Source: an optimization exercise on an open RTL-to-GDS flow (aim: small area, a short achievable clock period and few clock cycles per item). Production flows keep margins and buffers that such runs may drop. At most, simulation tests tie the RTL to the original design; equivalence was not proved. Function not checked in runs 1 to 5: the RTL went through the layout flow alone. No activity file was given, so power comes from the tool's default toggle rates.

File: design/flow/standard.sh
#!/bin/bash
# synth_recipe.tcl (not shown) runs the flow's synth.tcl, then flattens the netlist and writes it again
# the make line also repeats each setting of config.mk as NAME=value (left out here)
make -C /OpenROAD-flow-scripts/flow DESIGN_CONFIG=/design/flow/config.mk WORK_HOME=/design/flow/orfs CLKGATE_MAP_FILE= SYNTH_SCRIPT=/design/flow/synth_recipe.tcl "${@:-finish}"
File: design/flow/config.mk
export PLATFORM = sky130hd
export DESIGN_NAME = fixed_step_accumulator
export DESIGN_NICKNAME = fixed_step_accumulator
export VERILOG_FILES = /design/flow/design.v
export SDC_FILE = /design/flow/constraint.sdc
export NUM_CORES = 4
export LEC_CHECK = 0
export CAP_MARGIN = 20
export CORE_MARGIN = 2
export CORE_UTILIZATION = 40
export SLEW_MARGIN = 20
File: design/flow/flow/run.sh
#!/bin/bash
set -euo pipefail
bash standard.sh SETUP_SLACK_MARGIN=6.5 finish > standard_make.log 2>&1
File: design/flow/constraint.sdc
create_clock -name core_clock -period 10.0 [get_ports {clock}]
set_input_delay 2.0000 -clock core_clock [delete_from_list [all_inputs] [get_ports {clock}]]
set_output_delay 2.0000 -clock core_clock [all_outputs]
set_load 0.01 [all_outputs]
File: design/flow/design.v
`timescale 1ns / 1ps
package fsa_pkg;
   localparam int STEP_LEN_WIDTH   = 25;
   localparam int STEP_LIM_WIDTH   = 8;
   localparam int REM_WIDTH        = 24;
   localparam int DROP_TIME_WIDTH  = 48;
   localparam int COUNT_WIDTH      = 32;
   localparam int ELAPSED_WIDTH    = 32;
   localparam int BLEND_WIDTH      = 17;
   localparam int CSR_INDEX_WIDTH  = 4;
   localparam int CSR_DATA_WIDTH   = 25;
   localparam logic [STEP_LEN_WIDTH-1:0] STEP_LENGTH_MIN   = 25'd65536;
   localparam logic [STEP_LEN_WIDTH-1:0] STEP_LENGTH_MAX   = 25'd16777216;
   localparam logic [STEP_LEN_WIDTH-1:0] STEP_LENGTH_RESET = 25'd279620;
   localparam logic [STEP_LIM_WIDTH-1:0] STEP_LIMIT_RESET  = 8'd5;
   localparam logic [CSR_INDEX_WIDTH-1:0] REG_STEP_LENGTH = 4'd0;
   localparam logic [CSR_INDEX_WIDTH-1:0] REG_STEP_LIMIT  = 4'd1;
endpackage
`timescale 1ns / 1ps
`timescale 1ns / 1ps
import fsa_pkg::*;
module fixed_step_accumulator (
   input  logic                                 clock,
   input  logic                                 reset,
   input  logic                                 req_valid,
   output logic                                 req_ready,
   input  logic                                 req_operation,
   input  logic signed [fsa_pkg::ELAPSED_WIDTH-1:0] req_elapsed,
   output logic                                 rsp_valid,
   input  logic                                 rsp_ready,
   output logic [fsa_pkg::STEP_LIM_WIDTH-1:0]   rsp_step_count,
   output logic                                 rsp_dropped,
   output logic [fsa_pkg::BLEND_WIDTH-1:0]      rsp_blend_fraction,
   output logic [fsa_pkg::COUNT_WIDTH-1:0]      rsp_drop_count,
   output logic [fsa_pkg::DROP_TIME_WIDTH-1:0]  rsp_dropped_time,
   output logic [fsa_pkg::COUNT_WIDTH-1:0]      rsp_total_steps,
   input  logic                                 csr_valid,
   output logic                                 csr_ready,
   input  logic [fsa_pkg::CSR_INDEX_WIDTH-1:0]  csr_index,
   input  logic [fsa_pkg::CSR_DATA_WIDTH-1:0]   csr_data
);
   localparam int J    = 1;
   localparam int BPC  = 2 * J;                      
   localparam int NFC  = 16 / BPC;                   
   localparam int NIC  = (8 + BPC - 1) / BPC;        
   localparam int MW   = NIC * BPC;                  
   localparam int QW   = MW + 16;                    
   localparam int CW   = 3;
   localparam logic [2:0] ST_IDLE = 3'd0;
   localparam logic [2:0] ST_INT  = 3'd1;
   localparam logic [2:0] ST_FRAC = 3'd2;
   localparam logic [2:0] ST_CLR  = 3'd3;
   localparam logic [2:0] ST_DROP = 3'd4;
   logic [STEP_LEN_WIDTH-1:0] step_ff;
   logic [STEP_LIM_WIDTH-1:0] limit_ff;
   logic [25:0]               step3_ff;      
   logic [STEP_LEN_WIDTH-1:0] csr_len;
   logic [STEP_LIM_WIDTH-1:0] csr_lim;
   logic [REM_WIDTH-1:0]       rem_ff;
   logic [DROP_TIME_WIDTH-1:0] disc_ff;
   logic [COUNT_WIDTH-1:0]     drops_ff;
   logic [COUNT_WIDTH-1:0]     total_ff;
   logic        buf_ff;
   logic        bop_ff;
   logic [30:0] bel_ff;
   logic [2:0]    st_ff;
   logic [CW-1:0] cnt_ff;
   logic          first_ff;
   logic [31:0]   rw_ff;       
   logic [QW-1:0] qs_ff;       
   logic [MW-1:0] lsh_ff;      
   logic          tight_ff;
   logic          dc_ff;       
   logic                      rsp_valid_ff;
   logic [STEP_LIM_WIDTH-1:0] out_steps_ff;
   logic                      out_drop_ff;
   logic [15:0]               out_blend_ff;
   always_comb begin
      csr_len = csr_data[STEP_LEN_WIDTH-1:0];
      if (csr_len < STEP_LENGTH_MIN) begin
         csr_len = STEP_LENGTH_MIN;
      end else if (csr_len > STEP_LENGTH_MAX) begin
         csr_len = STEP_LENGTH_MAX;
      end
      csr_lim = csr_data[STEP_LIM_WIDTH-1:0];
      if (csr_lim == '0) begin
         csr_lim = 8'd1;
      end
   end
   assign csr_ready = 1'b1;
   logic [2:0] nbc;
   always_comb begin
      int bl;
      bl = 1;
      for (int b = 0; b < 8; b++) begin
         if (limit_ff[b]) bl = b + 1;
      end
      nbc = 3'((bl + BPC - 1) / BPC);
   end
   logic [31:0]   r_s [0:J];
   logic [QW-1:0] q_s [0:J];
   logic          t_s [0:J];
   logic          clamp;
   assign clamp  = (st_ff == ST_INT);
   assign r_s[0] = rw_ff;
   assign q_s[0] = qs_ff;
   assign t_s[0] = tight_ff;
   for (genvar i = 0; i < J; i++) begin : g_step
      logic [31:0] t;
      logic [32:0] d1, d2, d3;
      logic        f1, f2, f3;
      logic [1:0]  m;
      logic        ct;
      logic        s1, s2, s3;
      assign t  = {r_s[i][29:0], q_s[i][QW-1:QW-2]};
      assign d1 = {1'b0, t} - {8'd0, step_ff};
      assign d2 = {1'b0, t} - {7'd0, step_ff, 1'b0};
      assign d3 = {1'b0, t} - {7'd0, step3_ff};
      assign f1 = !d1[32];
      assign f2 = !d2[32];
      assign f3 = !d3[32];
      assign m  = lsh_ff[MW-1-2*i -: 2];
      assign ct = clamp && t_s[i];
      assign s3 = f3 && (!ct || (m == 2'd3));
      assign s2 = f2 && !s3 && (!ct || m[1]);
      assign s1 = f1 && !s3 && !s2 && (!ct || (m != 2'd0));
      assign r_s[i+1] = s3 ? d3[31:0] : s2 ? d2[31:0] : s1 ? d1[31:0] : t;
      assign q_s[i+1] = {q_s[i][QW-3:0], s3 || s2, s3 || s1};
      assign t_s[i+1] = t_s[i] && ((m == 2'd0) || (m == 2'd1 && f1) ||
                                   (m == 2'd2 && f2) || (m == 2'd3 && f3));
   end
   logic adv;
   logic fin;
   logic emit;
   logic start;
   logic drop;
   logic dchk;
   logic int_last;
   logic frac_last;
   logic drop_last;
   assign adv       = !(rsp_valid_ff && !rsp_ready);
   assign int_last  = (st_ff == ST_INT) && (cnt_ff == '0);
   assign frac_last = (st_ff == ST_FRAC) && (cnt_ff == '0);
   assign drop_last = (st_ff == ST_DROP) && (cnt_ff == '0);
   assign dchk      = (st_ff == ST_FRAC) && first_ff;
   assign drop      = tight_ff && (rw_ff >= 32'(step_ff));
   assign fin       = (st_ff == ST_CLR) || frac_last || drop_last;
   assign emit      = fin && adv;
   assign start     = buf_ff && ((st_ff == ST_IDLE) || emit);
   assign req_ready = !buf_ff;
   logic [31:0] a_sum;
   assign a_sum = 32'(rem_ff) + 32'(bel_ff);
   logic [31:0]   rw_ld;
   logic [QW-1:0] qs_ld;
   logic [MW-1:0] lsh_ld;
   always_comb begin
      rw_ld  = a_sum;
      qs_ld  = '0;
      lsh_ld = '0;
      for (int c = 1; c <= NIC; c++) begin
         if (nbc == 3'(c)) begin
            rw_ld  = a_sum >> (c * BPC);
            qs_ld  = QW'(a_sum) << (QW - c * BPC);
            lsh_ld = MW'(limit_ff) << (MW - c * BPC);
         end
      end
   end
   always_ff @(posedge clock) begin
      if (reset) begin
         step_ff  <= STEP_LENGTH_RESET;
         limit_ff <= STEP_LIMIT_RESET;
      end else if (csr_valid) begin
         if (csr_index == REG_STEP_LENGTH) begin
            step_ff <= csr_len;
         end
         if (csr_index == REG_STEP_LIMIT) begin
            limit_ff <= csr_lim;
         end
      end
   end
   always_ff @(posedge clock) begin
      step3_ff <= 26'(step_ff) + {step_ff, 1'b0};
   end
   always_ff @(posedge clock) begin
      if (reset) begin
         buf_ff <= 1'b0;
      end else if (req_valid && !buf_ff) begin
         buf_ff <= 1'b1;
         bop_ff <= req_operation;
         bel_ff <= req_elapsed[31] ? 31'd0 : req_elapsed[30:0];
      end else if (start) begin
         buf_ff <= 1'b0;
      end
   end
   logic [16:0] dpart;
   assign dpart = {1'b0, disc_ff[15:0]} + {1'b0, rw_ff[15:0]} + {16'd0, dc_ff && !dchk};
   always_ff @(posedge clock) begin
      if (reset) begin
         st_ff <= ST_IDLE;
      end else if (start) begin
         st_ff    <= bop_ff ? ST_CLR : ST_INT;
         cnt_ff   <= CW'(nbc - 3'd1);
         rw_ff    <= rw_ld;
         qs_ff    <= qs_ld;
         lsh_ff   <= lsh_ld;
         tight_ff <= 1'b1;
      end else if (adv) begin
         unique case (st_ff)
            ST_INT: begin
               rw_ff    <= r_s[J];
               qs_ff    <= q_s[J];
               lsh_ff   <= lsh_ff << BPC;
               tight_ff <= t_s[J];
               cnt_ff   <= cnt_ff - 1'b1;
               first_ff <= 1'b1;
               if (cnt_ff == '0) begin
                  st_ff  <= ST_FRAC;
                  cnt_ff <= CW'(NFC - 1);
               end
            end
            ST_FRAC: begin
               first_ff <= 1'b0;
               if (dchk && drop) begin
                  st_ff  <= ST_DROP;
                  cnt_ff <= CW'(1);
                  rw_ff  <= rw_ff >> 16;
                  dc_ff  <= dpart[16];
               end else begin
                  rw_ff  <= r_s[J];
                  qs_ff  <= q_s[J];
                  cnt_ff <= cnt_ff - 1'b1;
                  if (cnt_ff == '0) begin
                     st_ff <= ST_IDLE;
                  end
               end
            end
            ST_DROP: begin
               rw_ff  <= rw_ff >> 16;
               dc_ff  <= dpart[16];
               cnt_ff <= cnt_ff - 1'b1;
               if (cnt_ff == '0) begin
                  st_ff <= ST_IDLE;
               end
            end
            ST_CLR: begin
               st_ff <= ST_IDLE;
            end
            default: begin
               st_ff <= ST_IDLE;
            end
         endcase
      end
   end
   always_ff @(posedge clock) begin
      if (reset) begin
         rem_ff       <= '0;
         disc_ff      <= '0;
         drops_ff     <= '0;
         total_ff     <= '0;
         rsp_valid_ff <= 1'b0;
      end else begin
         if (start && bop_ff) begin
            rem_ff <= '0;
         end
         if (adv && int_last) begin
            out_steps_ff <= q_s[J][7:0];
         end
         if (adv && dchk) begin
            rem_ff <= drop ? '0 : rw_ff[REM_WIDTH-1:0];
         end
         if (adv && ((dchk && drop) || (st_ff == ST_DROP))) begin
            if (drop_last && dpart[16]) begin
               disc_ff <= '1;
            end else begin
               disc_ff <= {dpart[15:0], disc_ff[DROP_TIME_WIDTH-1:16]};
            end
         end
         if (emit) begin
            rsp_valid_ff <= 1'b1;
            if (st_ff == ST_CLR) begin
               out_steps_ff <= '0;
               out_drop_ff  <= 1'b0;
               out_blend_ff <= '0;
               disc_ff      <= '0;
               drops_ff     <= '0;
            end else begin
               total_ff <= total_ff + COUNT_WIDTH'(out_steps_ff);
               if (st_ff == ST_DROP) begin
                  out_drop_ff  <= 1'b1;
                  out_blend_ff <= '0;
                  if (drops_ff != '1) begin
                     drops_ff <= drops_ff + 1'b1;
                  end
               end else begin
                  out_drop_ff  <= 1'b0;
                  out_blend_ff <= q_s[J][15:0];
               end
            end
         end else if (rsp_ready) begin
            rsp_valid_ff <= 1'b0;
         end
      end
   end
   assign rsp_valid          = rsp_valid_ff;
   assign rsp_step_count     = out_steps_ff;
   assign rsp_dropped        = out_drop_ff;
   assign rsp_blend_fraction = {1'b0, out_blend_ff};
   assign rsp_drop_count     = drops_ff;
   assign rsp_dropped_time   = disc_ff;
   assign rsp_total_steps    = total_ff;
endmodule
==> results of run 1 <==
==> routing by layer <==
layer / global-route usage (%) / up-vias / routed length (um) / share of wire (%)
met3: 4.213 / 212 / 6299 / 7.5
met2: 43.50 / 990 / 37840 / 45
met4: 10.66 / 2 / 3597 / 4.3
met5: 0 / - / 10 / 0.012
met1: 37.51 / 10860 / 36540 / 43
li1: - / 10560 / - / -
==> worst paths after layout <==
path | to | from | cells past startpoint | slack, ns
max reg2reg | rw_ff[29] | rw_ff[16] | 12 | 6.06
min | step3_ff[0] | step_ff[0] | 0 | 0.43
min reg2reg | step3_ff[0] | step_ff[0] | 0 | 0.43
max | rw_ff[29] | rw_ff[16] | 12 | 6.06
==> what timing repair did <==
item / in CTS / in global routing
setup buffers: 111 / 47
pin swaps: 90 / 49
resized for setup: 338 / 86
hold endpoints to repair: 0 / 0
hold buffers: 0 / 0
endpoints found under the setup margin: 427 / 165
gates cloned: 15 / 3
==> flip-flops by register name, summed over array words and instances (netlist names), 3 cells and up <==
| signal | count |
|---|---|
| disc_ff | 48 |
| drops_ff | 32 |
| rw_ff | 32 |
| total_ff | 32 |
| bel_ff | 31 |
| step3_ff | 26 |
| step_ff | 25 |
| qs_ff | 24 |
| rem_ff | 24 |
| out_blend_ff | 16 |
| limit_ff | 8 |
| lsh_ff | 8 |
| out_steps_ff | 8 |
| cnt_ff | 3 |
| st_ff | 3 |
==> cell usage in the layout (no fill, tap or decap), drive strengths merged, types with 72 or more instances in the layout <==
cell           netlist  final
nor2               275    278
dlygate4sd2          0    121
xor2                73     73
dfxtp              200    200
xnor2               94     94
clkdlybuf4s50        0     72
nand3               77     77
o21ai              148    148
ha                 181    181
inv                113    117
buf                 26    188
a21oi              212    214
edfxtp             127    127
nand2              213    213
==> layout make-up <==
type / count / area [um^2] / share of cell area, %
Sequential cell: 327 / 7876 / 26.35
Multi-Input combinational cell: 2105 / 15410 / 51.56
Clock inverter: 21 / 227.7 / 0.7618
Antenna cell: 4 / 10.01 / 0.03348
Timing Repair Buffer: 397 / 3870 / 12.95
Tap cell: 756 / 945.9 / 3.164
Clock buffer: 53 / 1124 / 3.759
Inverter: 113 / 427.9 / 1.431
==> stage by stage <==
| step | power [mW] | hold slack, ns |
|---|---|---|
| after floorplan | 2.096 | 0.4029 |
| after global placement | 2.369 | 0.4687 |
| after detailed placement | 2.378 | 0.4768 |
| after CTS | 4.005 | 0.4834 |
| after global routing | 4.194 | 0.4459 |
| final | 4.051 | 0.4327 |
==> critical path, cell delays in order (launching register included) <==
cell      delay [ns]
edfxtp_1        0.51
buf_4           0.21
ha_1            0.33
o21ai_0         0.28
o211ai_1        0.17
a21o_1          0.20
a21o_1          0.22
a211o_1         0.31
a211o_4         0.36
o211ai_4        0.26
or4b_4          0.56
o311a_1         0.30
nand3_1         0.09
==> where the power goes <==
part	internal (mW)	leakage, nW	switching, mW
Sequential	1.45	2.81	0.0521
Clock	0.858	0.653	0.643
Combinational	0.433	8.84	0.617
==> kinds of logic (layout without fill, tap and decap cells) <==
group,after synthesis,in the layout,synth area share [%]
buffers and inverters,241,584,4.108
flip-flops,327,327,34.27
AND/OR/NAND/NOR,893,896,18.88
multiplexers,17,17,0.7678
AO/OA/AOI/OAI,826,833,24.86
XOR/XNOR,167,167,6.412
other,2,6,0.03292
adder cells (fa/ha/maj),190,190,10.67
==> impl_metrics.env, run 1 <==
export IMPL_status="complete, no violations"
export IMPL_maxSlewHeadroom_pct=32.15
export IMPL_setup_viol=0
export IMPL_crit_type="reg2reg"
export IMPL_drive_gt1_share_pct=17.18
export IMPL_setup_slack_ns=6.059
export IMPL_synth_top_flop_cell="dfxtp_1"
export IMPL_clk_path_buf_depth=3
export IMPL_antenna_found_initial=4
export IMPL_fmax_mhz=253.8
export IMPL_wl_um=84280
export IMPL_core_um2=56390
export IMPL_yosysSeqAreaShare_pct=34.27
export IMPL_root_buffer="clkbuf_16"
export IMPL_die_w_um=242.8
export IMPL_fin_crit_sh_pct=39.41
export IMPL_final_area_um2=29890
export IMPL_pin_count=208
export IMPL_hp_class="reg2reg"
export IMPL_synth_async_reset_ratio_pct=0
export IMPL_post_drt_wl_per_cell_um=22.32
export IMPL_htree_levels=2
export IMPL_clk_pin_slew_ns=0.06
export IMPL_period_minus_slack_ns=3.941
export IMPL_drc=0
export IMPL_cts_sinks=327
export IMPL_gr_total_overflow=0
export IMPL_critPathLaunchType="flop"
export IMPL_synth_cell_types=91
export IMPL_syn_area_um2=22810
export IMPL_syn_area_per_cell_um2=8.566
export IMPL_grt_pass1_vias=21220
export IMPL_clk_latency_ns=0.60
export IMPL_dr_pass1_iters=6
export IMPL_gp_congestion=0.9559
export IMPL_vdd_drop_max_uv=105.9
export IMPL_die_area_um2=58960
export IMPL_ys_seq_elements=327
export IMPL_ys_warn_count=4
export IMPL_synth_nets=2919
export IMPL_rsz0062_at_grt="true"
export IMPL_place_ws_ns=4.611
export IMPL_critPathMaxFanout=6
export IMPL_synth_most_common_cell="nor2_1"
export IMPL_synth_cells=2663
export IMPL_place_inst=3522
export IMPL_power_per_cell_area_nw_per_um2=135.5
export IMPL_initial_core_util_pct=40.46
export IMPL_dp_hpwl_um=58210
export IMPL_grt_max_degree=56
export IMPL_tns_ns=0
export IMPL_place_area_um2=25710
export IMPL_instances_no_fill=3776
export IMPL_grt_pass1_wl_um=127900
export IMPL_numCtsBuffers=40
export IMPL_p_leak_nw=12.31
export IMPL_worstPathRequired_ns=10.46
export IMPL_num_vias=22620
export IMPL_gr_usage_all_layers_pct=27.43
export IMPL_fillerInstances=5266
export IMPL_rows=87
export IMPL_tightest_slew_ns=1.018
export IMPL_avgViaCountPerCell=5.992
export IMPL_endpoint_kind="flop"
export IMPL_drv_slew=0
export IMPL_syn_to_final_growth_pct=31.04
export IMPL_cts_tree="done"
export IMPL_ant_nets=0
export IMPL_fin_util_pct=53.02
export IMPL_finalNetCount=3240
export IMPL_hold_viol=0
export IMPL_die_h_um=242.8
export IMPL_drv_cap=0
export IMPL_clock_skew_final_ns=0.02288
export IMPL_first_iter_violations=2085
export IMPL_synth_top_cell_by_area="dfxtp_1"
export IMPL_yosysTopAreaCellShare_pct=17.55
export IMPL_synthTopCellsByCount="nor2_1, nand2_1, a21oi_1"
export IMPL_crit_arrival_ns=4.40
export IMPL_port_buffers=205
export IMPL_synth_edf_count=127
export IMPL_synth_area_leaders="dfxtp_1, edfxtp_1, ha_1"
==> inputs of run 2 (changes only) <==
--- a/design/flow/design.v
+++ b/design/flow/design.v
@@ -19,2 +19,37 @@
 `timescale 1ns / 1ps
+module fsa_bk_add #(
+   parameter int N = 32
+) (
+   input  logic [N-1:0] a,
+   input  logic [N-1:0] b,
+   input  logic         cin,
+   output logic [N-1:0] s,
+   output logic         cout
+);
+   logic [N-1:0] p;
+   logic [N-1:0] gg;
+   logic [N-1:0] pp;
+   always_comb begin
+      p  = a ^ b;
+      gg = a & b;
+      pp = p;
+      gg[0] = gg[0] | (p[0] & cin);
+      for (int k = 0; (1 << k) < N; k++) begin
+         for (int i = (2 << k) - 1; i < N; i += (2 << k)) begin
+            gg[i] = gg[i] | (pp[i] & gg[i - (1 << k)]);
+            pp[i] = pp[i] & pp[i - (1 << k)];
+         end
+      end
+      for (int k = 5; k >= 0; k--) begin
+         for (int i = 3 * (1 << k) - 1; i < N; i += (2 << k)) begin
+            gg[i] = gg[i] | (pp[i] & gg[i - (1 << k)]);
+         end
+      end
+      s[0] = p[0] ^ cin;
+      for (int i = 1; i < N; i++) begin
+         s[i] = p[i] ^ gg[i - 1];
+      end
+      cout = gg[N - 1];
+   end
+endmodule
 `timescale 1ns / 1ps
@@ -70,3 +105,2 @@
    logic [QW-1:0] qs_ff;       
-   logic [MW-1:0] lsh_ff;      
    logic          tight_ff;
@@ -104,2 +138,15 @@
    assign clamp  = (st_ff == ST_INT);
+   logic [1:0] lsh_dig [0:J-1];
+   always_comb begin
+      logic [MW-1:0] lw;
+      lw = MW'(limit_ff);
+      for (int i = 0; i < J; i++) begin
+         lsh_dig[i] = 2'd0;
+         for (int c = 0; c < NIC; c++) begin
+            if (cnt_ff == CW'(c)) begin
+               lsh_dig[i] = lw[c*BPC + 2*i +: 2];
+            end
+         end
+      end
+   end
    assign r_s[0] = rw_ff;
@@ -121,3 +168,3 @@
       assign f3 = !d3[32];
-      assign m  = lsh_ff[MW-1-2*i -: 2];
+      assign m  = lsh_dig[J-1-i];
       assign ct = clamp && t_s[i];
@@ -145,3 +192,8 @@
    assign dchk      = (st_ff == ST_FRAC) && first_ff;
-   assign drop      = tight_ff && (rw_ff >= 32'(step_ff));
+   logic [31:0] dcmp_s;
+   logic        rw_ge_s;
+   fsa_bk_add #(.N(32)) u_dcmp (
+      .a(rw_ff), .b(~{7'd0, step_ff}), .cin(1'b1), .s(dcmp_s), .cout(rw_ge_s)
+   );
+   assign drop      = tight_ff && rw_ge_s;
    assign fin       = (st_ff == ST_CLR) || frac_last || drop_last;
@@ -151,6 +203,8 @@
    logic [31:0] a_sum;
-   assign a_sum = 32'(rem_ff) + 32'(bel_ff);
+   logic a_co;
+   fsa_bk_add #(.N(32)) u_asum (
+      .a({8'd0, rem_ff}), .b({1'b0, bel_ff}), .cin(1'b0), .s(a_sum), .cout(a_co)
+   );
    logic [31:0]   rw_ld;
    logic [QW-1:0] qs_ld;
-   logic [MW-1:0] lsh_ld;
    always_comb begin
@@ -158,3 +212,2 @@
       qs_ld  = '0;
-      lsh_ld = '0;
       for (int c = 1; c <= NIC; c++) begin
@@ -163,3 +216,2 @@
             qs_ld  = QW'(a_sum) << (QW - c * BPC);
-            lsh_ld = MW'(limit_ff) << (MW - c * BPC);
          end
@@ -180,4 +232,9 @@
    end
+   logic [25:0] step3;
+   logic        step3_co;
+   fsa_bk_add #(.N(26)) u_step3 (
+      .a({1'b0, step_ff}), .b({step_ff, 1'b0}), .cin(1'b0), .s(step3), .cout(step3_co)
+   );
    always_ff @(posedge clock) begin
-      step3_ff <= 26'(step_ff) + {step_ff, 1'b0};
+      step3_ff <= step3;
    end
@@ -195,3 +252,11 @@
    logic [16:0] dpart;
-   assign dpart = {1'b0, disc_ff[15:0]} + {1'b0, rw_ff[15:0]} + {16'd0, dc_ff && !dchk};
+   fsa_bk_add #(.N(16)) u_dpart (
+      .a(disc_ff[15:0]), .b(rw_ff[15:0]), .cin(dc_ff && !dchk),
+      .s(dpart[15:0]), .cout(dpart[16])
+   );
+   logic [COUNT_WIDTH-1:0] tsum;
+   logic                   tsum_co;
+   fsa_bk_add #(.N(COUNT_WIDTH)) u_tsum (
+      .a(total_ff), .b({24'd0, out_steps_ff}), .cin(1'b0), .s(tsum), .cout(tsum_co)
+   );
    always_ff @(posedge clock) begin
@@ -204,3 +269,2 @@
          qs_ff    <= qs_ld;
-         lsh_ff   <= lsh_ld;
          tight_ff <= 1'b1;
@@ -211,3 +275,2 @@
                qs_ff    <= q_s[J];
-               lsh_ff   <= lsh_ff << BPC;
                tight_ff <= t_s[J];
@@ -286,3 +349,3 @@
             end else begin
-               total_ff <= total_ff + COUNT_WIDTH'(out_steps_ff);
+               total_ff <= tsum;
                if (st_ff == ST_DROP) begin
==> design/flow/flow/run.sh (replaced) <==
#!/bin/bash
set -euo pipefail
bash standard.sh SETUP_SLACK_MARGIN=6 finish > standard_make.log 2>&1
==> run 2 against run 1 <==
  * Still clean on timing, DRC and antenna
  * Register-to-register slack worse by 0.14 ns
  * Non-clock buffer count down 73
  * Maximum frequency down 3.4%
  * Sequential share of layout area up 1.4 points
  * Critical path depth up 9
  * Power up 12%
  * Count of clock-buffer cells in the layout down 2
  * Clock power down 4%
  * Sequential power up 4%
  * Critical path type unchanged
  * Largest cell class unchanged
  * Highest routed layer is now met4
==> impl_metrics.env, run 2 <==
export IMPL_status="complete, no violations"
export IMPL_largest_reg_flops=48
export IMPL_worstReg2RegStart="bel_ff[0]"
export IMPL_use_met1_pct=35.60
export IMPL_regToRegEndpoint="rw_ff[25]"
export IMPL_final_common_cell="nor2_1"
export IMPL_cpMaxStageDelayCell="edfxtp_1"
export IMPL_top_usage_layer="met2"
export IMPL_r2r_slack_ns=5.92
export IMPL_ant_nets=0
export IMPL_fillerInstances=5014
export IMPL_synth_nets=2719
export IMPL_crit_family="compound AO/OA/AOI/OAI gates"
export IMPL_yosysTopAreaCellShare_pct=18.51
export IMPL_clk_pin_slew_ns=0.06
export IMPL_layout_area_seq_um2=7589
export IMPL_place_inst=3233
export IMPL_period_minus_slack_ns=4.081
export IMPL_endpoint_kind="flop"
export IMPL_grt_pass1_vias=18850
export IMPL_r2r_cells=21
export IMPL_grt_max_degree=66
export IMPL_drv_cap=0
export IMPL_cts_sinks=319
export IMPL_multiInputGateArea_um2=14090
export IMPL_fin_crit_sh_pct=40.81
export IMPL_clk_latency_ns=0.57
export IMPL_initial_core_util_pct=40.35
export IMPL_cp_num_cells=21
export IMPL_dr_pass1_iters=8
export IMPL_synth_async_reset_ratio_pct=0
export IMPL_clock_skew_final_ns=0.01147
export IMPL_slowest_delay_ns=0.37
export IMPL_die_area_um2=55950
export IMPL_rows=85
export IMPL_syn_area_um2=21630
export IMPL_synth_top_cell_by_area="dfxtp_1"
export IMPL_hold_viol=0
export IMPL_maxSlewHeadroom_pct=28.33
export IMPL_ys_seq_elements=319
export IMPL_gr_total_overflow=0
export IMPL_synth_top_flop_cell="dfxtp_1"
export IMPL_post_drt_wl_per_cell_um=22.21
export IMPL_syn_to_final_growth_pct=26.62
export IMPL_cp_startpoint="bel_ff[0]"
export IMPL_tightest_slew_ns=1.072
export IMPL_pin_count=208
export IMPL_critPathCapture="rw_ff[25]"
export IMPL_gp_congestion=0.9475
export IMPL_die_h_um=236.5
export IMPL_hold_ws_ns=0.4485
export IMPL_crit_type="reg2reg"
export IMPL_first_iter_violations=1802
export IMPL_antenna_found_initial=4
export IMPL_drv_slew=0
export IMPL_synth_cell_types=85
export IMPL_critPathMaxFanout=3
export IMPL_root_buffer="clkbuf_16"
export IMPL_instances_no_fill=3403
export IMPL_core_um2=53600
export IMPL_wl_um=75570
export IMPL_drive_gt1_share_pct=14.31
export IMPL_synth_most_common_cell="nor2_1"
export IMPL_max_flop_register="disc_ff"
export IMPL_cts_tree="done"
export IMPL_grt_pass1_wl_um=113000
export IMPL_power_mw=4.538
export IMPL_crit_chain="ha_2, inv_2, fa_2, nor2b_1, o21a_1, o21a_1, o21ai_2, a21oi_2, a21oi_2, o311ai_1, nand2_1, buf_6, o21ai_4, and3_4, ha_4, xor2_4, nor2_1, or3_1, o211ai_1, o2111ai_2, o211ai_1"
export IMPL_final_cell_mix="nor2_1, nand2_1, clkdlybuf4s50_1"
export IMPL_avgViaCountPerCell=5.885
export IMPL_tns_ns=0
export IMPL_synth_area_leaders="dfxtp_1, edfxtp_1, ha_1"
export IMPL_hp_class="reg2reg"
export IMPL_syn_area_per_cell_um2=8.949
export IMPL_fin_util_pct=51.10
export IMPL_dp_hpwl_um=54140
export IMPL_drc=0
export IMPL_hold_buffers=0
export IMPL_htree_levels=2
export IMPL_fmax_mhz=245.0
export IMPL_ys_warn_count=8
export IMPL_synth_cells=2417
export IMPL_power_per_cell_area_nw_per_um2=165.7
export IMPL_finalNetCount=2977
export IMPL_synth_edf_count=119
export IMPL_yosysSeqAreaShare_pct=35.03
export IMPL_die_w_um=236.5
export IMPL_vdd_drop_max_uv=121.3
export IMPL_use_met2_pct=39.93
export IMPL_numCtsBuffers=40
export IMPL_setup_viol=0
export IMPL_critPathLaunchType="flop"
export IMPL_gr_usage_all_layers_pct=25.92
export IMPL_num_vias=20030
export IMPL_rsz0062_at_grt="true"
export IMPL_clk_path_buf_depth=3
export IMPL_worstPathRequired_ns=10.41
export IMPL_port_buffers=205
export IMPL_synthTopCellsByCount="nor2_1, nand2_1, dfxtp_1"
export IMPL_crit_arrival_ns=4.50
export IMPL_grt_use_met3_pct=4.756
export IMPL_p_leak_nw=10.80
export IMPL_critPathBufInv=2
## run 2: cell types whose count changed after synthesis, moves of 16 or more
cell      previous run  this run
a211oi_1            33        49
a21oi_1            211       172
and2_1              55        35
fa_1                 8        40
nand3_1             77        40
nor2_1             274       244
o21ai_0            140       114
xnor2_1             94        68
## run 2: metal layers
layer  vias to the layer above  part of all wire, %
met1                      9631                   43
met4                         0                  3.9
met3                       168                  8.2
met5                         -                    0
met2                       861                   45
li1                       9368                    -
## run 2: stage by stage
stage	worst slack [ns]	cell area, um^2
floorplan	5.935	21720
global placement	4.102	24420
detailed placement	4.031	24420
CTS	5.879	26650
global route	5.665	27390
finish	5.919	27390
## run 2: kinds of logic after synthesis
| group | share of synthesized area, % |
|---|---|
| multiplexers | 0.7462 |
| buffers and inverters | 4.014 |
| AND/OR/NAND/NOR | 17.21 |
| flip-flops | 35.03 |
| AO/OA/AOI/OAI | 21.98 |
| adder cells (fa/ha/maj) | 15.03 |
| other | 0.03472 |
| XOR/XNOR | 5.952 |
## run 2: cell type report
cell class                      count  area share [%]
Tap cell                          696           3.180
Multi-Input combinational cell   1882           51.44
Clock inverter                     21          0.5939
Sequential cell                   319           27.71
Inverter                          108           1.480
Timing Repair Buffer              324           11.48
Clock buffer                       51           4.102
Antenna cell                        2         0.01827
## run 2: worst min path at each step
stage                               to  slack (ns)  depth (start not counted)         start
after floorplan            step3_ff[0]        0.40                          0    step_ff[0]
after global placement     total_ff[0]        0.47                          2   total_ff[0]
after detailed placement  total_ff[30]        0.48                          2  total_ff[30]
after CTS                  step3_ff[0]        0.44                          0    step_ff[0]
after global routing       step3_ff[0]        0.45                          0    step_ff[0]
final                      step3_ff[0]        0.45                          0    step_ff[0]
## run 2: repair_timing
item / CTS / global route
setup buffers: 39 / 46
endpoints found under the hold margin: 0 / 0
gates resized for setup: 120 / 66
gates cloned: 7 / 4
endpoints found under the setup margin: 203 / 161
pin swaps: 46 / 45
## run 2: power breakdown
part           total (mW)  internal [mW]  switching, mW
sequential           1.56           1.45          0.106
combinational        1.54          0.621          0.919
clock                1.44          0.845          0.597
total                4.54           2.92           1.62
==> inputs of run 3 (changes only) <==
==> design/flow/flow/run.sh (replaced) <==
#!/bin/bash
set -euo pipefail
bash standard.sh SETUP_SLACK_MARGIN=6.5 finish > standard_make.log 2>&1
--- a/design/flow/config.mk
+++ b/design/flow/config.mk
@@ -9,3 +9,3 @@
 export CORE_MARGIN = 2
-export CORE_UTILIZATION = 40
+export CORE_UTILIZATION = 60
 export SLEW_MARGIN = 20
==> run 3 against run 2 <==
  * Via count up 6.2%
  * Wire length decreased by 0.82%
  * Die area is 33% lower
  * Largest cell class unchanged
  * Highest routed layer unchanged
  * Non-clock buffer count grew 51
  * Still clean
==> impl_metrics.env, run 3 <==
export IMPL_status="complete, no violations"
export IMPL_drc=0
export IMPL_max_flop_register="disc_ff"
export IMPL_grt_max_degree=70
export IMPL_grt_pass1_vias=20080
export IMPL_root_buffer="clkbuf_16"
export IMPL_fmax_mhz=237.6
export IMPL_hold_viol=0
export IMPL_yosysTopAreaCellShare_pct=18.51
export IMPL_crit_type="reg2reg"
export IMPL_place_ws_ns=4.760
export IMPL_dr_pass1_iters=7
export IMPL_synthTopCellsByCount="nor2_1, nand2_1, dfxtp_1"
export IMPL_synthMuxAreaShare_pct=0.7462
export IMPL_met1Wirelength_um=28870
export IMPL_cts_tree="done"
export IMPL_synth_top_flop_cell="dfxtp_1"
export IMPL_power_mw=4.530
export IMPL_gr_usage_all_layers_pct=37.34
export IMPL_ant_nets=0
export IMPL_syn_area_per_cell_um2=8.949
export IMPL_drv_cap=0
export IMPL_period_minus_slack_ns=4.208
export IMPL_synthAdderAreaFrac_pct=15.03
export IMPL_tightest_slew_ns=1.013
export IMPL_num_vias=21270
export IMPL_endpoint_kind="flop"
export IMPL_drv_slew=0
export IMPL_n_antenna_cell=0
export IMPL_dp_hpwl_um=49610
export IMPL_ys_warn_count=8
export IMPL_ys_seq_elements=319
export IMPL_gr_total_overflow=0
export IMPL_htree_levels=2
export IMPL_port_buffers=205
export IMPL_rows=69
export IMPL_dr_wl_met3_um=6948
export IMPL_p_leak_nw=12.22
export IMPL_numCtsBuffers=36
export IMPL_synth_cell_types=85
export IMPL_synth_nets=2719
export IMPL_slowest_delay_ns=0.45
export IMPL_synth_top_family_by_area="compound AO/OA/AOI/OAI gates"
export IMPL_crit_arrival_ns=4.52
export IMPL_synth_most_common_cell="nor2_1"
export IMPL_synth_top_cell_by_area="dfxtp_1"
export IMPL_avgViaCountPerCell=6.609
export IMPL_synth_edf_count=119
export IMPL_synthSimpleGateAreaFrac_pct=17.21
export IMPL_cpMaxStageDelayCell="dfxtp_1"
export IMPL_setup_viol=0
export IMPL_tns_ns=0
export IMPL_hold_buffers=0
export IMPL_fin_util_pct=80.53
export IMPL_setup_slack_ns=5.792
export IMPL_rsz0062_at_grt="true"
export IMPL_synth_async_reset_ratio_pct=0
export IMPL_final_cell_mix="nor2_1, nand2_1, ha_1"
export IMPL_critPathMaxFanout=5
export IMPL_pin_count=208
export IMPL_maxSlewHeadroom_pct=32.47
export IMPL_vdd_drop_max_uv=198.5
export IMPL_worstPathRequired_ns=10.31
export IMPL_syn_to_final_growth_pct=32.42
export IMPL_syn_area_um2=21630
export IMPL_hp_class="reg2reg"
export IMPL_gp_congestion=0.9721
export IMPL_core_um2=35570
export IMPL_yosysSeqAreaShare_pct=35.03
export IMPL_synth_compound_area_share_pct=21.98
export IMPL_clk_pin_slew_ns=0.07
export IMPL_die_area_um2=37590
export IMPL_wl_um=74950
export IMPL_crit_chain="ha_1, a21oi_1, nor2b_1, o21ai_0, nand2b_1, a21oi_1, o311ai_2, nand2_2, inv_2, a31o_4, fa_2, xnor2_4, a211oi_1, a211oi_1, a211oi_1, a21oi_1, nor2_1, nor4_1, a2bb2oi_1"
export IMPL_die_h_um=193.9
export IMPL_drive_gt1_share_pct=21.25
export IMPL_critPathLaunchType="flop"
export IMPL_dr_wl_met2_um=34980
export IMPL_cts_sinks=319
export IMPL_clk_path_buf_depth=3
export IMPL_synth_cells=2417
export IMPL_power_per_cell_area_nw_per_um2=158.2
export IMPL_largest_reg_flops=48
export IMPL_final_common_cell="nor2_1"
export IMPL_fin_crit_sh_pct=42.08
export IMPL_clock_skew_final_ns=0.02279
export IMPL_clk_latency_ns=0.56
export IMPL_post_drt_wl_per_cell_um=23.29
export IMPL_synth_xor_area_share_pct=5.952
export IMPL_first_iter_violations=2250
export IMPL_top_layer="met4"
export IMPL_die_w_um=193.9
export IMPL_antenna_found_initial=0
export IMPL_finalNetCount=3031
export IMPL_synth_area_leaders="dfxtp_1, edfxtp_1, ha_1"
export IMPL_initial_core_util_pct=60.81
export IMPL_grt_pass1_wl_um=112100
==> run 3: cell counts after synthesis <==
No cell type changed its count.
==> run 3: timing repair <==
action | CTS | global route
hold endpoints to repair | 0 | 0
pin swaps | 85 | 87
resized for setup | 304 | 178
endpoints found under the setup margin | 367 | 214
setup buffers | 94 | 54
gates cloned | 14 | 2
==> run 3: worst max-delay path, delay by kind of cell (launching register included) <==
| kind | cells | cell delay, ns |
|---|---|---|
| simple gates | 5 | 0.61 |
| flops | 1 | 0.45 |
| buf+inv | 1 | 0.06 |
| compound gates | 10 | 1.87 |
| xor+xnor | 1 | 0.22 |
| fa+ha+maj | 2 | 0.74 |
==> run 3: per-layer routing <==
layer	vias up	global-route usage, %
met5	-	0
met1	10250	47.43
met3	303	6.471
li1	9495	-
met4	0	17.23
met2	1221	62.25
==> run 3: metrics by stage <==
step	hold WS (ns)	cells	area [um^2]
after global routing	0.4302	3218	28640
after CTS	0.4262	3162	27520
after global placement	0.4604	2988	24560
final	0.4368	3218	28640
after detailed placement	0.4758	2988	24560
after floorplan	0.3990	2417	22360
==> run 3: path summary, 6_finish.rpt <==
path         startpoint     endpoint  slack (ns)  cells past startpoint
max          rem_ff[13]    rw_ff[23]        5.79                     19
min          step_ff[0]  step3_ff[0]        0.44                      0
max reg2reg  rem_ff[13]    rw_ff[23]        5.79                     19
min reg2reg  step_ff[0]  step3_ff[0]        0.44                      0
==> run 3: power breakdown <==
part	switching [mW]	total, mW	internal (mW)
Combinational	0.920	1.60	0.677
Sequential	0.109	1.56	1.45
Clock	0.582	1.37	0.791
Total	1.61	4.53	2.92
==> run 3: cell families (layout without fill, tap and decap cells) <==
kind of cell	count (synthesis)	after routing
mux	16	16
simple gates	789	798
buf+inv	221	549
other cells	2	2
compound gates	687	690
fa+ha+maj	236	236
xor+xnor	147	147
flops	319	319
==> run 3: final cells by class <==
class	instances	area, um^2
clock buffers	46	989.7
clock inverters	20	219.0
fillers	2240	6927
inverters	108	405.4
multi-input cells	1889	15180
flip-flops and latches	319	7646
well taps	461	576.8
repair buffers	375	3621
==> inputs of run 4 (changes only) <==
--- a/design/flow/design.v
+++ b/design/flow/design.v
@@ -81,3 +81,3 @@
    localparam int MW   = NIC * BPC;                  
-   localparam int QW   = MW + 16;                    
+   localparam int QW   = MW;                         
    localparam int CW   = 3;
@@ -110,3 +110,3 @@
    logic                      out_drop_ff;
-   logic [15:0]               out_blend_ff;
+   logic [15:0]               out_blend_ff;    
    always_comb begin
@@ -134,3 +134,3 @@
    logic [31:0]   r_s [0:J];
-   logic [QW-1:0] q_s [0:J];
+   logic [1:0]    dig [0:J-1];
    logic          t_s [0:J];
@@ -152,3 +152,2 @@
    assign r_s[0] = rw_ff;
-   assign q_s[0] = qs_ff;
    assign t_s[0] = tight_ff;
@@ -161,3 +160,3 @@
       logic        s1, s2, s3;
-      assign t  = {r_s[i][29:0], q_s[i][QW-1:QW-2]};
+      assign t  = {r_s[i][29:0], clamp ? qs_ff[QW-1-2*i -: 2] : 2'b00};
       assign d1 = {1'b0, t} - {8'd0, step_ff};
@@ -174,3 +173,3 @@
       assign r_s[i+1] = s3 ? d3[31:0] : s2 ? d2[31:0] : s1 ? d1[31:0] : t;
-      assign q_s[i+1] = {q_s[i][QW-3:0], s3 || s2, s3 || s1};
+      assign dig[i]   = {s3 || s2, s3 || s1};
       assign t_s[i+1] = t_s[i] && ((m == 2'd0) || (m == 2'd1 && f1) ||
@@ -178,2 +177,12 @@
    end
+   logic [BPC-1:0] digs;
+   always_comb begin
+      for (int i = 0; i < J; i++) begin
+         digs[BPC-1-2*i -: 2] = dig[i];
+      end
+   end
+   logic [QW-1:0] qs_nx;
+   logic [15:0]   bl_nx;
+   assign qs_nx = {qs_ff[QW-1-BPC:0], digs};
+   assign bl_nx = {out_blend_ff[15-BPC:0], digs};
    logic adv;
@@ -274,3 +283,3 @@
                rw_ff    <= r_s[J];
-               qs_ff    <= q_s[J];
+               qs_ff    <= qs_nx;
                tight_ff <= t_s[J];
@@ -292,3 +301,2 @@
                   rw_ff  <= r_s[J];
-                  qs_ff  <= q_s[J];
                   cnt_ff <= cnt_ff - 1'b1;
@@ -328,3 +336,6 @@
          if (adv && int_last) begin
-            out_steps_ff <= q_s[J][7:0];
+            out_steps_ff <= 8'(qs_nx);
+         end
+         if (adv && (st_ff == ST_FRAC)) begin
+            out_blend_ff <= bl_nx;
          end
@@ -358,3 +369,2 @@
                   out_drop_ff  <= 1'b0;
-                  out_blend_ff <= q_s[J][15:0];
                end
==> design/flow/flow/run.sh (replaced) <==
#!/bin/bash
set -euo pipefail
bash standard.sh SETUP_SLACK_MARGIN=6 finish > standard_make.log 2>&1
--- a/design/flow/config.mk
+++ b/design/flow/config.mk
@@ -9,3 +9,3 @@
 export CORE_MARGIN = 2
-export CORE_UTILIZATION = 60
+export CORE_UTILIZATION = 40
 export SLEW_MARGIN = 20
==> run 4 against run 3 <==
  * Still clean
  * Cell count is 5.2% higher
  * Wire length is 6.1% lower
  * Critical path depth is 2 higher
  * Die area is 46% higher
  * Global-route usage is 13 points lower
  * Via count is 6.9% lower
  * Sequential cell count is 16 lower
  * Count of clock-buffer cells in the layout is 7 higher
  * Maximum frequency is 0.29% lower
  * Hold slack better by 0.045 ns
  * Combinational power is 6% lower
  * Largest power group is now sequential cells
==> impl_metrics.env, run 4 <==
export IMPL_n_antenna_cell=0
export IMPL_synth_cells=2449
export IMPL_r2r_cells=21
export IMPL_crit_family="compound AO/OA/AOI/OAI gates"
export IMPL_grt_pass1_vias=18890
export IMPL_hold_viol=0
export IMPL_ys_seq_elements=303
export IMPL_setup_viol=0
export IMPL_die_h_um=234.6
export IMPL_fmax_mhz=237.0
export IMPL_clk_pin_slew_ns=0.06
export IMPL_dr_pass1_iters=5
export IMPL_p_leak_nw=10.73
export IMPL_slowest_delay_ns=0.40
export IMPL_critPathBufInv=1
export IMPL_drv_slew=0
export IMPL_layout_area_seq_um2=7107
export IMPL_syn_to_final_growth_pct=26.15
export IMPL_port_buffers=205
export IMPL_initial_core_util_pct=40.48
export IMPL_drc=0
export IMPL_largest_reg_flops=48
export IMPL_synth_top_flop_cell="dfxtp_1"
export IMPL_final_cell_mix="nand2_1, nor2_1, clkdlybuf4s50_1"
export IMPL_status="complete, no violations"
export IMPL_crit_chain="ha_2, fa_2, a21o_1, a21o_1, a21o_1, nor3_2, nor2_1, a211oi_2, buf_4, o41ai_4, a31o_2, a31oi_4, nor2_2, ha_4, xnor2_4, nand2_1, o211ai_1, o211ai_1, o21ai_1, nor3_2, a221o_1"
export IMPL_worstPathRequired_ns=10.31
export IMPL_synth_top_cell_by_area="dfxtp_1"
export IMPL_tightest_slew_ns=1.078
export IMPL_regToRegEndpoint="rw_ff[25]"
export IMPL_yosysSeqAreaShare_pct=33.36
export IMPL_core_um2=52550
export IMPL_synthTopCellsByCount="nor2_1, nand2_1, dfxtp_1"
export IMPL_synth_nets=2751
export IMPL_tns_ns=0
export IMPL_ant_nets=0
export IMPL_critPathMaxFanout=4
export IMPL_gp_congestion=0.9270
export IMPL_root_buffer="clkbuf_16"
export IMPL_synth_area_leaders="dfxtp_1, edfxtp_1, ha_1"
export IMPL_cts_tree="done"
export IMPL_fin_crit_sh_pct=42.20
export IMPL_vdd_drop_max_uv=124.8
export IMPL_antenna_found_initial=0
export IMPL_period_minus_slack_ns=4.220
export IMPL_fillerInstances=4837
export IMPL_cts_sinks=303
export IMPL_num_vias=19800
export IMPL_clk_latency_ns=0.57
export IMPL_maxSlewHeadroom_pct=27.94
export IMPL_multiInputGateArea_um2=14310
export IMPL_wl_um=70390
export IMPL_critPathLaunchType="flop"
export IMPL_power_per_cell_area_nw_per_um2=166.2
export IMPL_hold_end="total_ff[30]"
export IMPL_clk_path_buf_depth=3
export IMPL_syn_area_um2=21270
export IMPL_drv_cap=0
export IMPL_hp_class="reg2reg"
export IMPL_gr_total_overflow=0
export IMPL_clock_skew_final_ns=0.01856
export IMPL_setup_slack_ns=5.780
export IMPL_synth_async_reset_ratio_pct=0
export IMPL_hp_start="total_ff[30]"
export IMPL_die_area_um2=55040
export IMPL_finalNetCount=2968
export IMPL_pin_count=208
export IMPL_rows=84
export IMPL_final_common_cell="nand2_1"
export IMPL_place_ws_ns=4.193
export IMPL_crit_top_cell="a21o_1"
export IMPL_crit_arrival_ns=4.53
export IMPL_endpoint_kind="flop"
export IMPL_grt_max_degree=57
export IMPL_grt_pass1_wl_um=108000
export IMPL_dp_hpwl_um=52570
export IMPL_post_drt_wl_per_cell_um=20.80
export IMPL_numCtsBuffers=38
export IMPL_ys_warn_count=8
export IMPL_avgViaCountPerCell=5.851
export IMPL_gr_usage_all_layers_pct=24.44
export IMPL_htree_levels=2
export IMPL_crit_type="reg2reg"
export IMPL_synth_most_common_cell="nor2_1"
export IMPL_drive_gt1_share_pct=13.43
export IMPL_first_iter_violations=1478
export IMPL_cpMaxStageDelayCell="edfxtp_1"
export IMPL_die_w_um=234.6
export IMPL_max_flop_register="disc_ff"
export IMPL_synth_cell_types=88
export IMPL_yosysTopAreaCellShare_pct=18.82
export IMPL_holdPathStages=2
export IMPL_synth_edf_count=103
export IMPL_syn_area_per_cell_um2=8.686
export IMPL_rsz0062_at_grt="true"
export IMPL_r2r_slack_ns=5.78
export IMPL_worstReg2RegStart="bel_ff[0]"
run 4: cell count changes after synthesis, sizes merged, moves of 7 or more:
cell | before | now
nand2 | 226 | 265
nor2 | 245 | 272
a21oi | 173 | 191
nor2b | 60 | 43
and2 | 37 | 21
edfxtp | 119 | 103
o211ai | 50 | 34
nand2b | 18 | 33
a21o | 50 | 63
and3 | 36 | 24
nand3 | 40 | 48
a211oi | 49 | 42
o21a | 20 | 13
xnor2 | 68 | 61
run 4: cell type report:
cell class	instances	area share [%]
multi-input combinational	1929	53.33
sequential	303	26.49
timing repair buffer	290	10.64
clock buffer	53	4.295
tap	688	3.208
inverter	104	1.469
clock inverter	17	0.5689
run 4: worst max path at each step:
| stage | start | end | slack (ns) | cells past startpoint |
|---|---|---|---|---|
| floorplan | bel_ff[0] | rw_ff[25] | 6.00 | 20 |
| global placement | rsp_ready | rw_ff[31] | 4.40 | 12 |
| detailed placement | rsp_ready | rw_ff[31] | 4.19 | 10 |
| CTS | bel_ff[0] | rw_ff[25] | 5.75 | 21 |
| global route | bel_ff[0] | rw_ff[23] | 5.57 | 21 |
| finish | bel_ff[0] | rw_ff[25] | 5.78 | 21 |
run 4: worst register-to-register path, cell delays in order (launching register included):
cell	delay, ns
edfxtp_1	0.40
ha_2	0.21
fa_2	0.36
a21o_1	0.16
a21o_1	0.16
a21o_1	0.17
nor3_2	0.17
nor2_1	0.09
a211oi_2	0.18
buf_4	0.17
o41ai_4	0.09
a31o_2	0.30
a31oi_4	0.23
nor2_2	0.08
ha_4	0.19
xnor2_4	0.17
nand2_1	0.08
o211ai_1	0.12
o211ai_1	0.11
o21ai_1	0.16
nor3_2	0.10
a221o_1	0.28
run 4: kinds of logic after synthesis:
family                   count (synthesis)  share of synthesized area, %
XOR/XNOR                               140                         5.764
other                                    2                       0.03531
AO/OA/AOI/OAI                          710                         23.20
AND/OR/NAND/NOR                        827                         17.75
multiplexers                            14                        0.6646
adder cells (fa/ha/maj)                236                         15.28
buffers and inverters                  217                         3.941
flip-flops                             303                         33.36
run 4: power breakdown:
part           internal, mW  switching, mW  total, mW
registers              1.38          0.136       1.51
logic                 0.627          0.885       1.51
clock network         0.843          0.591       1.43
total                  2.85           1.61       4.46
run 4: per-stage QoR:
step	hold slack, ns	cell area [um^2]	std cells	total power, mW	utilization, %
CTS	0.4823	26060	3355	4.393	49.59
finish	0.4817	26830	3384	4.459	51.06
detailed placement	0.4739	23920	3247	2.873	45.52
global placement	0.4599	23920	3247	2.859	45.51
floorplan	0.3990	21300	2449	2.401	-
global route	0.5162	26830	3384	4.661	51.06
run 4: per-layer routing:
metal | GRT usage (%) | wire (um)
met2 | 41.35 | 33330
met4 | 11.32 | 3466
met1 | 30.74 | 29440
met5 | 0 | 0
met3 | 3.513 | 4152
run 4: what timing repair did:
| item | CTS | global route |
|---|---|---|
| gates cloned | 4 | 2 |
| endpoints found under the setup margin | 154 | 123 |
| hold buffers | 0 | 0 |
| endpoints found under the hold margin | 0 | 0 |
| gates resized for setup | 106 | 115 |
| setup buffers | 34 | 27 |
| pin swaps | 38 | 63 |
==> inputs of run 5 (changes only) <==
--- a/design/flow/design.v
+++ b/design/flow/design.v
@@ -212,6 +212,3 @@
    logic [31:0] a_sum;
-   logic a_co;
-   fsa_bk_add #(.N(32)) u_asum (
-      .a({8'd0, rem_ff}), .b({1'b0, bel_ff}), .cin(1'b0), .s(a_sum), .cout(a_co)
-   );
+   assign a_sum = 32'(rem_ff) + 32'(bel_ff);
    logic [31:0]   rw_ld;
==> run 5 against run 4 <==
  * Still clean
  * Maximum frequency about the same
  * Clock skew up 0.012 ns
  * Utilization up 1.4 points
  * Count of clock-buffer cells in the layout up 5
  * Hold slack worse by 0.0027 ns
  * Worst setup slack better by 0.0016 ns
  * Power down 3.5%
  * Design area up 5.3%
  * Register-to-register slack about the same
  * Critical path type unchanged
  * Highest routed layer unchanged
==> impl_metrics.env, run 5 <==
export IMPL_syn_area_um2=21780
export IMPL_initial_core_util_pct=40.48
export IMPL_power_per_cell_area_nw_per_um2=152.3
export IMPL_synth_nets=2817
export IMPL_synth_cells=2529
export IMPL_maxSlewHeadroom_pct=22.34
export IMPL_antenna_found_initial=1
export IMPL_grt_pass1_wl_um=119800
export IMPL_hold_buffers=0
export IMPL_yosysTopAreaCellShare_pct=18.38
export IMPL_final_area_um2=28240
export IMPL_worstPathRequired_ns=10.45
export IMPL_tightest_slew_ns=1.160
export IMPL_rsz0062_at_grt="true"
export IMPL_power_frac_seq_pct=33.5
export IMPL_gr_usage_all_layers_pct=27.33
export IMPL_synth_most_common_cell="nand2_1"
export IMPL_critPathMaxFanout=9
export IMPL_pin_count=208
export IMPL_power_switching_mw=1.476
export IMPL_drv_cap=0
export IMPL_root_buffer="clkbuf_16"
export IMPL_synth_edf_count=103
export IMPL_ys_warn_count=8
export IMPL_slowest_delay_ns=0.45
export IMPL_multiInputGateArea_um2=15040
export IMPL_r2r_slack_ns=5.78
export IMPL_avgViaCountPerCell=6.011
export IMPL_die_w_um=237.4
export IMPL_first_iter_violations=1812
export IMPL_ys_seq_elements=303
export IMPL_gp_congestion=0.9416
export IMPL_hp_class="reg2reg"
export IMPL_endpoint_kind="flop"
export IMPL_synth_async_reset_ratio_pct=0
export IMPL_crit_top_cell="a21o_1"
export IMPL_drive_gt1_share_pct=14.90
export IMPL_largest_reg_flops=48
export IMPL_ant_nets=0
export IMPL_layout_area_seq_um2=7118
export IMPL_post_drt_wl_per_cell_um=22.47
export IMPL_clk_latency_ns=0.58
export IMPL_final_common_cell="nand2_1"
export IMPL_port_buffers=205
export IMPL_grt_pass1_vias=19730
export IMPL_dp_hpwl_um=56810
export IMPL_comb_power_share_pct=31.6
export IMPL_pwr_share_clk_pct=34.9
export IMPL_max_flop_register="disc_ff"
export IMPL_fin_util_pct=52.49
export IMPL_period_minus_slack_ns=4.219
export IMPL_power_mw=4.302
export IMPL_crit_type="reg2reg"
export IMPL_clk_pin_slew_ns=0.06
export IMPL_synth_top_flop_cell="dfxtp_1"
export IMPL_critPathBufInv=0
export IMPL_crit_arrival_ns=4.67
export IMPL_gr_total_overflow=0
export IMPL_drv_slew=0
export IMPL_tns_ns=0
export IMPL_hold_viol=0
export IMPL_synth_top_cell_by_area="dfxtp_1"
export IMPL_synth_cell_types=85
export IMPL_rows=85
export IMPL_dr_pass1_iters=7
export IMPL_clk_path_buf_depth=3
export IMPL_setup_viol=0
export IMPL_status="complete, no violations"
export IMPL_place_area_um2=24760
export IMPL_core_um2=53810
export IMPL_htree_levels=2
export IMPL_crit_family="compound AO/OA/AOI/OAI gates"
export IMPL_drc=0
export IMPL_crit_chain="nor3b_4, and2_4, nor2b_2, fa_2, fa_2, a21o_1, a21o_1, a2111oi_4, o31ai_2, o41a_1, a31o_1, a21o_1, a21o_4, a311o_2, o221a_1"
export IMPL_wl_um=79780
export IMPL_p_leak_nw=11.38
export IMPL_syn_to_final_growth_pct=29.66
export IMPL_power_internal_mw=2.825
export IMPL_num_vias=21350
export IMPL_yosysSeqAreaShare_pct=32.58
export IMPL_cts_sinks=303
export IMPL_synth_area_leaders="dfxtp_1, edfxtp_1, ha_1"
export IMPL_syn_area_per_cell_um2=8.613
export IMPL_clock_skew_final_ns=0.03053
export IMPL_cts_tree="done"
export IMPL_synthTopCellsByCount="nand2_1, nor2_1, dfxtp_1"
export IMPL_critPathLaunchType="flop"
export IMPL_final_cell_mix="nand2_1, nor2_1, clkdlybuf4s50_1"
export IMPL_fmax_mhz=237.0
export IMPL_switching_share_pct=34.32
export IMPL_fillerInstances=5010
export IMPL_finalNetCount=3111
export IMPL_die_area_um2=56340
export IMPL_vdd_drop_max_uv=109.6
export IMPL_numCtsBuffers=39
export IMPL_die_h_um=237.4
export IMPL_fin_crit_sh_pct=42.19
export IMPL_hold_ws_ns=0.4790
export IMPL_grt_max_degree=61
export IMPL_cpMaxStageDelayCell="a311o_2"
[run 5: worst min-delay path, stage by stage (launching register included)]
cell and delay (ns):
dfxtp_1 0.32, nand2_1 0.06, a21oi_1 0.05
[run 5: area by class of cell]
cell class | count | area share (%)
multi-input combinational | 2002 | 53.25
sequential | 303 | 25.20
timing repair buffer | 367 | 12.05
clock buffer | 58 | 4.394
tap | 696 | 3.083
inverter | 110 | 1.462
clock inverter | 12 | 0.5316
antenna | 3 | 0.02658
[run 5: final timing paths]
kind                     from           to  cells past startpoint
setup / recovery     st_ff[0]  disc_ff[26]                     15
hold / removal    total_ff[0]  total_ff[0]                      2
setup reg to reg     st_ff[0]  disc_ff[26]                     15
hold reg to reg   total_ff[0]  total_ff[0]                      2
[run 5: routing by layer]
layer  GRT usage (%)  routed length (um)
met1           36.34               34240
met2           43.77               36350
met3           4.901                5836
met4           11.38                3356
met5               0                   0
[run 5: logic make-up (layout without fill, tap and decap cells)]
logic type      count (synthesis)  in the layout  synth area share [%]
xor+xnor                      154            154                 6.192
fa+ha+maj                     222            222                 13.74
mux                            31             31                 1.436
flops                         303            303                 32.58
buf+inv                       232            547                 4.118
simple gates                  858            858                 18.51
compound gates                727            735                 23.39
other cells                     2              5               0.03448
[run 5: power by group through the flow]
stage	Clock [mW]	Sequential, mW	Combinational [mW]
after global placement	0	1.50	1.10
after CTS	1.53	1.44	1.26
after global routing	1.57	1.45	1.45
after detailed placement	0	1.50	1.11
final	1.50	1.44	1.36
after floorplan	0	1.45	0.747
[run 5: per-stage QoR]
stage | instances | setup slack [ns]
global route | 3548 | 5.649
finish | 3551 | 5.781
detailed placement | 3336 | 4.242
floorplan | 2529 | 5.856
CTS | 3482 | 5.751
global placement | 3336 | 4.384
[run 5: repair_timing]
action,CTS,global route
setup endpoints to repair,169,132
cloned,10,1
gates resized for setup,104,89
setup buffers,66,64
pin swaps,24,50
==> inputs of run 6 (changes only) <==
--- a/design/flow/design.v
+++ b/design/flow/design.v
@@ -161,8 +161,14 @@
       assign t  = {r_s[i][29:0], clamp ? qs_ff[QW-1-2*i -: 2] : 2'b00};
-      assign d1 = {1'b0, t} - {8'd0, step_ff};
-      assign d2 = {1'b0, t} - {7'd0, step_ff, 1'b0};
-      assign d3 = {1'b0, t} - {7'd0, step3_ff};
-      assign f1 = !d1[32];
-      assign f2 = !d2[32];
-      assign f3 = !d3[32];
+      fsa_bk_add #(.N(32)) u_d1 (
+         .a(t), .b(~{7'd0, step_ff}), .cin(1'b1), .s(d1[31:0]), .cout(f1)
+      );
+      fsa_bk_add #(.N(32)) u_d2 (
+         .a(t), .b(~{6'd0, step_ff, 1'b0}), .cin(1'b1), .s(d2[31:0]), .cout(f2)
+      );
+      fsa_bk_add #(.N(32)) u_d3 (
+         .a(t), .b(~{6'd0, step3_ff}), .cin(1'b1), .s(d3[31:0]), .cout(f3)
+      );
+      assign d1[32] = 1'b0;
+      assign d2[32] = 1'b0;
+      assign d3[32] = 1'b0;
       assign m  = lsh_dig[J-1-i];
==> run 6 against run 5 <==
  * Still clean
  * Utilization fell by 2.3 points
  * First-iteration DRC count down 16%
  * Power shrank 4.6%
  * Global-route usage fell by 2.7 points
  * Worst setup slack better by 0.21 ns
  * Clock power down 13%
  * Largest power group is now sequential cells
==> impl_metrics.env, run 6 <==
export IMPL_dp_hpwl_um=50040
export IMPL_largest_reg_flops=48
export IMPL_clk_latency_ns=0.56
export IMPL_rsz0062_at_grt="true"
export IMPL_clock_skew_final_ns=0.02258
export IMPL_hp_class="reg2reg"
export IMPL_numCtsBuffers=36
export IMPL_htree_levels=2
export IMPL_drive_gt1_share_pct=12.48
export IMPL_hold_buffers=0
export IMPL_slowest_delay_ns=0.48
export IMPL_clk_pin_slew_ns=0.06
export IMPL_grt_pass1_wl_um=105600
export IMPL_p_leak_nw=10.52
export IMPL_clk_path_buf_depth=3
export IMPL_die_w_um=233.8
export IMPL_drv_cap=0
export IMPL_drc=0
export IMPL_yosysTopAreaCellShare_pct=18.95
export IMPL_critPathMaxFanout=4
export IMPL_antenna_found_initial=0
export IMPL_crit_arrival_ns=4.31
export IMPL_synthTopCellsByCount="nand2_1, nor2_1, dfxtp_1"
export IMPL_n_antenna_cell=0
export IMPL_wl_um=68650
export IMPL_synth_area_leaders="dfxtp_1, edfxtp_1, ha_1"
export IMPL_synth_edf_count=103
export IMPL_syn_to_final_growth_pct=24.26
export IMPL_fmax_mhz=249.2
export IMPL_gr_usage_all_layers_pct=24.64
export IMPL_first_iter_violations=1519
export IMPL_fin_crit_sh_pct=40.13
export IMPL_ant_nets=0
export IMPL_synth_cells=2340
export IMPL_worstPathRequired_ns=10.30
export IMPL_die_h_um=233.8
export IMPL_finalNetCount=2901
export IMPL_core_um2=52340
export IMPL_synth_top_flop_cell="dfxtp_1"
export IMPL_vdd_drop_max_uv=99.81
export IMPL_hold_viol=0
export IMPL_cts_sinks=303
export IMPL_post_drt_wl_per_cell_um=20.90
export IMPL_root_buffer="clkbuf_16"
export IMPL_endpoint_kind="flop"
export IMPL_tightest_slew_ns=1.073
export IMPL_synth_top_cell_by_area="dfxtp_1"
export IMPL_period_minus_slack_ns=4.013
export IMPL_critPathBufInv=3
export IMPL_synth_async_reset_ratio_pct=0
export IMPL_rows=84
export IMPL_grt_max_degree=65
export IMPL_syn_area_um2=21130
export IMPL_crit_chain="ha_1, nor2b_2, o31a_1, nor3_2, o21ai_2, o41a_1, buf_6, a21o_1, o31a_1, inv_1, ha_1, inv_1, or2_2, a31oi_4, xnor2_1, o21ai_1"
export IMPL_ys_seq_elements=303
export IMPL_cts_tree="done"
export IMPL_synth_nets=2670
export IMPL_crit_family="compound AO/OA/AOI/OAI gates"
export IMPL_hold_ws_ns=0.4816
export IMPL_tns_ns=0
export IMPL_num_vias=19180
export IMPL_yosysSeqAreaShare_pct=33.59
export IMPL_dr_pass1_iters=9
export IMPL_syn_area_per_cell_um2=9.029
export IMPL_port_buffers=205
export IMPL_drv_slew=0
export IMPL_avgViaCountPerCell=5.841
export IMPL_ys_warn_count=8
export IMPL_pin_count=208
export IMPL_max_flop_register="disc_ff"
export IMPL_initial_core_util_pct=40.37
export IMPL_setup_viol=0
export IMPL_grt_pass1_vias=18440
export IMPL_crit_type="reg2reg"
export IMPL_synth_cell_types=81
export IMPL_maxSlewHeadroom_pct=28.33
export IMPL_status="complete, no violations"
export IMPL_synth_most_common_cell="nand2_1"
export IMPL_die_area_um2=54680
export IMPL_critPathLaunchType="flop"
export IMPL_final_cell_mix="nand2_1, clkdlybuf4s50_1, nor2_1, ha_1, dfxtp_1"
export IMPL_power_per_cell_area_nw_per_um2=156.4
export IMPL_final_common_cell="nand2_1"
export IMPL_gr_total_overflow=0
export IMPL_gp_congestion=0.9322
export IMPL_cpMaxStageDelayCell="o41a_1"
## run 6: changes by cell type after synthesis, moves of 16 or more
cell,before,now
and3_1,31,15
clkbuf_1,111,91
fa_1,29,64
nor2_1,250,211
nor3_1,64,40
o221a_1,20,0
o221a_2,28,48
xnor2_1,77,53
## run 6: repair_timing
| item | 4_1_cts | 5_1_grt |
|---|---|---|
| gates resized for setup | 82 | 73 |
| pin swaps | 20 | 27 |
| setup buffers | 34 | 27 |
| endpoints found under the setup margin | 163 | 156 |
| cloned | 8 | 0 |
## run 6: routing by layer
layer	part of all wire, %	GRT usage [%]
met1	41	31.33
met3	6.5	3.563
met5	0	0
met2	48	41.97
met4	4.0	9.988
## run 6: metrics by stage
step	instance area [um^2]	power (mW)	util (%)	cells	setup WS (ns)
finish	26250	4.105	50.16	3284	5.987
floorplan	21200	2.234	-	2340	5.986
detailed placement	23870	2.662	45.60	3151	4.600
global route	26250	4.298	50.16	3284	5.803
global placement	23860	2.643	45.59	3151	4.670
CTS	25700	4.053	49.11	3256	5.919
## run 6: area by class of cell
type	count	area, um^2
clock buffers	51	1060
clock inverters	12	97.59
fillers	4852	26090
inverters	108	405.4
multi-input cells	1824	13830
flip-flops and latches	303	7114
well taps	688	860.8
repair buffers	298	2887
## run 6: worst register-to-register path: cells and delay by family (launching register included)
family          cells  cell delay, ns
compound gates      7            1.68
xor+xnor            1            0.14
fa+ha+maj           2            0.47
buf+inv             3            0.29
flops               1            0.46
simple gates        3            0.70
## run 6: path summary, 6_finish.rpt
kind | startpoint | end | slack (ns) | cells past startpoint
worst max register to register | rw_ff[0] | rw_ff[27] | 5.99 | 16
worst min register to register | total_ff[30] | total_ff[30] | 0.48 | 2
worst max-delay path | rw_ff[0] | rw_ff[27] | 5.99 | 16
worst min-delay path | total_ff[30] | total_ff[30] | 0.48 | 2
## run 6: cells by family (layout without fill, tap and decap cells)
family	Yosys count	after routing	synth area share (%)
xor gates and xnor gates	128	128	5.306
muxes	31	31	1.492
adders and majority gates	264	264	17.90
AOI/OAI and AO/OA	678	679	21.92
and+or+nand+nor	716	720	15.64
DFF	303	303	33.59
buffers and inverters	218	469	4.127
other	2	2	0.03554
## run 6: power by group
| part | leakage [nW] | total [mW] | switching [mW] | internal, mW |
|---|---|---|---|---|
| logic | 7.35 | 1.32 | 0.752 | 0.568 |
| clock network | 0.574 | 1.31 | 0.544 | 0.765 |
| registers | 2.60 | 1.48 | 0.105 | 1.37 |
Testbench counts of run 6, summed over its fixed seeds: cycles 29,163, items 3,200.

## port drivers added, routing unchanged
In the flow no input, the clock included, has a driving cell. The finished layouts below were timed again as built, in two steps. Step 1 assumes that a clkbuf_16 drives the clock port and a buf_2 every other input. Step 2 adds t to the input delays and takes it off the output delays; t is the mean of the earliest and latest rising clock arrival at the registers after step 1. Input paths then give back, and output paths get back, about the clock's delay inside the block. Three values: ideal ports, drivers, drivers and shift; two values: the first two.
| run | t (ns) | setup slack, ns | worst hold slack (ns) | latest minus earliest clock arrival (ns) | worst slew at a driven data input, ns |
|---|---|---|---|---|---|
| run 1 | 0.649 | 6.059 / 6.059 / 5.632 | 0.433 / 0.433 / 0.433 | 0.023 / 0.023 | 0.10 |
| run 2 | 0.621 | 5.919 / 5.919 / 5.421 | 0.449 / 0.449 / 0.449 | 0.012 / 0.011 | 0.09 |
| run 3 | 0.613 | 5.792 / 5.792 / 5.792 | 0.437 / 0.437 / 0.437 | 0.025 / 0.025 | 0.07 |
| run 4 | 0.614 | 5.780 / 5.780 / 5.477 | 0.482 / 0.482 / 0.482 | 0.020 / 0.020 | 0.06 |
| run 5 | 0.625 | 5.781 / 5.781 / 5.566 | 0.479 / 0.479 / 0.479 | 0.031 / 0.030 | 0.07 |
| run 6 | 0.607 | 5.987 / 5.987 / 5.523 | 0.482 / 0.482 / 0.482 | 0.023 / 0.023 | 0.07 |
After both steps setup and hold are still met in every run listed. The setup slack of run 2, which loses most, moves by 0.000 ns with the drivers and by -0.498 ns with both steps.
